Context: an optimization exercise on an open-source flow, tuned for small area, a short achievable clock period and few clock cycles. The choices shown serve that exercise and are no tape-out recipe. Where RTL was checked, it was by simulation tests only, not by an equivalence proof against the original. The flow treats the clock pin as an ideal source. Dropping or thinning the clock tree relies on that and would not hold on a real chip. No activity file was given, so power comes from the tool's default toggle rates.

== build 79 ==
## lz77_encoder
module lz77_encoder (
	input  logic                 clk,
	input  logic                 reset,
	input  logic                 char_req,
	input  lz77_code_pkg::char_t chardata,
	output logic                 char_ack,
	output logic                 valid,
	output lz77_code_pkg::code_t code,
	output logic                 finish
);
	localparam int SL = lz77_code_pkg::SEARCH_LEN;
	localparam lz77_code_pkg::char_t END_CHAR = lz77_code_pkg::END_CHAR;
	lz77_code_pkg::char_t           cin;       
	logic                           take;      
	logic                           virt;      
	logic                           loaded;    
	logic [SL-1:0][7:0]             hist;      
	logic [SL-1:0]                  alive;     
	lz77_code_pkg::len_t            len;       
	logic [4:0]                     cnt;       
	lz77_code_pkg::offset_t         off_q;
	lz77_code_pkg::len_t            len_q;
	logic                           fresh;
	logic                           is_end;
	logic                           end_now;
	logic [SL-1:0]                  eq;
	logic [SL-1:0]                  avail;
	logic [SL-1:0]                  alive_new;
	logic                           ends;
	lz77_code_pkg::offset_t         off_d;
	assign fresh = char_req && !char_ack && !loaded;
  ...
For scale: roughly 330 cells after synthesis, about 29 I/O pins, roughly 0.0047 mm2 of cells after synthesis.
Settings: LEC_CHECK=0, CAP_MARGIN=20, CORE_MARGIN=2, CORE_UTILIZATION=40, SLEW_MARGIN=20; clock period 17.0 ns.
standard.sh (not shown) runs the stock make flow with config.mk's settings and CLKGATE_MAP_FILE= SYNTH_SCRIPT=/design/flow/synth_recipe.tcl, a recipe that flattens the netlist after the stock synthesis.
==> flow/flow/run.sh <==
#!/bin/bash
# Standard ORFS layout with fast port buffers, a lean clock tree (no dummy
# loads, large sink clusters) and timing repair aimed past the 17 ns clock so
# that the achieved period (17 ns less setup slack) is pushed down.
set -euo pipefail
export BUFFER_PORTS_ARGS="-buffer_cell sky130_fd_sc_hd__buf_4"
export SETUP_SLACK_MARGIN=13
export CTS_ARGS="-sink_clustering_enable -repair_clock_nets -dont_use_dummy_load -sink_clustering_size 40 -sink_clustering_max_diameter 100"
bash standard.sh > standard_flow.log 2>&1
Having completed the whole flow, build 79 delivered a layout that passed the timing, design-rule and antenna checks.
Modified inputs, trial 23 compared to build 79
diff --git a/flow/flow/run.sh b/flow/flow/run.sh
--- a/flow/flow/run.sh
+++ b/flow/flow/run.sh
@@ -7,2 +7,2 @@
-export SETUP_SLACK_MARGIN=13
-export CTS_ARGS="-sink_clustering_enable -repair_clock_nets -dont_use_dummy_load -sink_clustering_size 40 -sink_clustering_max_diameter 100"
+export SETUP_SLACK_MARGIN=12.5
+export CTS_ARGS="-sink_clustering_enable -repair_clock_nets -dont_use_dummy_load -sink_clustering_size 60 -sink_clustering_max_diameter 150"
Notes after the runs:
- In trial 23 relative to build 79, maximum vdd drop had gone down by a few percent.
- Going from build 79 to trial 23, the power was found to have gone down by about 1.8%.
- Build 79 → trial 23: post-route non-filler standard cell count now sits lower; actual slew at the worst max-slew pin higher; detailed-route via count now smaller; final worst-path setup slack moved down.
No functional check of the RTL was part of any run of this note.

========
## P
lz77_encoder, a different RTL version from the one above (not shown whole).
Size in the first run: roughly 480 cells after synthesis, roughly 110 flip-flops, ~29 I/O pins.
export LEC_CHECK = 0
export ABC_AREA = 1
export CAP_MARGIN = 20
export CORE_MARGIN = 2
export CORE_UTILIZATION = 60
export SLEW_MARGIN = 20
create_clock -name core_clock -period 17.0 [get_ports {clk}]
==> flow/flow/run.sh <==
#!/bin/bash
# Standard ORFS layout with three changes:
#  - fast port buffers (buf_4) instead of the default delay cell,
#  - a one-level clock tree: the clock port drives 4 clkbuf_16, each driving
#    a quarter of the flip-flops (lean_cts.tcl, hooked in by pre_cts.tcl),
#  - timing repair aimed past the 17 ns clock (setup margin), so that the
#    achieved period (17 ns less setup slack) is pushed down.
set -euo pipefail
here=$(pwd)
export BUFFER_PORTS_ARGS="-buffer_cell sky130_fd_sc_hd__buf_4"
export SETUP_SLACK_MARGIN=${MARGIN:-12.9}
export PRE_CTS_TCL=$here/flow/pre_cts.tcl
export LEAN_CTS_BUFS=4
export LEAN_CTS_CELL=sky130_fd_sc_hd__clkbuf_16
bash standard.sh > standard_flow.log 2>&1
Other scripts of this flow, unchanged in this note and not shown: flow/flow/lean_cts.tcl, flow/flow/pre_cts.tcl
Testbench counts of P, summed over its fixed seeds: cycles 14,226.
The following lists how Q was set up differently from P:
# P
export LEC_CHECK = 0
export ABC_AREA = 1
export CAP_MARGIN = 20
export CORE_MARGIN = 2
export CORE_UTILIZATION = 60
export SLEW_MARGIN = 20
create_clock -name core_clock -period 17.0 [get_ports {clk}]
# Q
export LEC_CHECK = 0
export CAP_MARGIN = 20
export CORE_MARGIN = 2
export CORE_UTILIZATION = 60
export SLEW_MARGIN = 20
create_clock -name core_clock -period 17.0 [get_ports {clk}]
--- a/flow/flow/run.sh
+++ b/flow/flow/run.sh
@@ -10,2 +10,2 @@
-export BUFFER_PORTS_ARGS="-buffer_cell sky130_fd_sc_hd__buf_4"
-export SETUP_SLACK_MARGIN=${MARGIN:-12.9}
+export BUFFER_PORTS_ARGS="-buffer_cell sky130_fd_sc_hd__buf_1"
+export SETUP_SLACK_MARGIN=${MARGIN:-13.0}
Notes after the runs:
- [compare] base=P new=Q: amount of wire on met2 after detailed routing went down; routed length per placed instance went up.
- Q against P; number of distinct library cells after synthesis is up by more than a quarter.
- Q finished every stage and its layout cleared the timing, design-rule and antenna checks.
- Looking at sequential logic power, Q sits about 1% lower than P does.
- Q falls short of P in setup slack at placement.
- Diff P -> Q: combinational cell fraction of total power has decreased; global-route usage over all layers has decreased.
Input changes introduced in R (baseline for comparison: Q):
# Q
export LEC_CHECK = 0
export CAP_MARGIN = 20
export CORE_MARGIN = 2
export CORE_UTILIZATION = 60
export SLEW_MARGIN = 20
create_clock -name core_clock -period 17.0 [get_ports {clk}]
# R
export LEC_CHECK = 0
export CAP_MARGIN = 20
export CORE_MARGIN = 2
export CORE_UTILIZATION = 40
export SLEW_MARGIN = 20
create_clock -name core_clock -period 17.0 [get_ports {clk}]
--- a/flow/flow/run.sh
+++ b/flow/flow/run.sh
@@ -10,2 +10,2 @@
-export BUFFER_PORTS_ARGS="-buffer_cell sky130_fd_sc_hd__buf_1"
-export SETUP_SLACK_MARGIN=${MARGIN:-13.0}
+export BUFFER_PORTS_ARGS="-buffer_cell sky130_fd_sc_hd__buf_4"
+export SETUP_SLACK_MARGIN=${MARGIN:-0}
Results
The placed cell area in R sits 3.2% above the value recorded for Q.
Length of routed met3 wiring is lower on R
Delta (R minus Q): register-to-register path setup slack higher; power of the clock network now sits at about the same level; sequential share of layout area higher; post-layout utilization of the core moved down; largest net degree at the start of global routing increased by about 13% relative to the old numbers.
Final antenna diode count delta (Q -> R): insignificant
For Q, the end point of the critical path was valid, unlike R, where it was code[1].
When R is measured against Q, its smallest setup slack after layout turns out 460 ps lower.
Looking at initial core utilization, R sits 20 points below Q.
R vs Q on total power after layout: R is the lower one.
No run of this note takes its clock network from TritonCTS; it comes from the design's own scripts or RTL.

==> port drivers added, routing unchanged <==
No port has a modelled driver above. Below, the same layouts with a new extraction and two added sets of constraints. Step 1: set_driving_cell puts a clkbuf_16 on clk and a buf_2 on each other input, an assumption about the parent block. Step 2, shift: input delay + t, output delay - t, t = (earliest + latest rising clock arrival at the registers) / 2. This alone moves slack from input paths to output paths. Slacks: no drivers / after step 1 / after step 2; pairs: no drivers / after step 1.
run	t (ns)	setup slack, ns	worst setup path at the end	slew at the worst register clock pin (ns)	pins driven straight from the clock port
build 79	0.368	12.710 / 12.674 / 12.579	input to register	0.08 / 0.08	1
trial 23	0.371	12.624 / 12.587 / 12.396	input to register	0.07 / 0.07	1
P	0.247	12.885 / 12.802 / 12.798	input to register	0.11 / 0.11	4
Q	0.239	12.911 / 12.833 / 12.914	input to register	0.11 / 0.11	4
R	0.238	12.451 / 12.376 / 12.614	register to output	0.11 / 0.11	4
After both steps every run listed still meets setup and hold. The setup slack of trial 23, which loses most, moves by -0.037 ns with the drivers and by -0.228 ns with both steps.
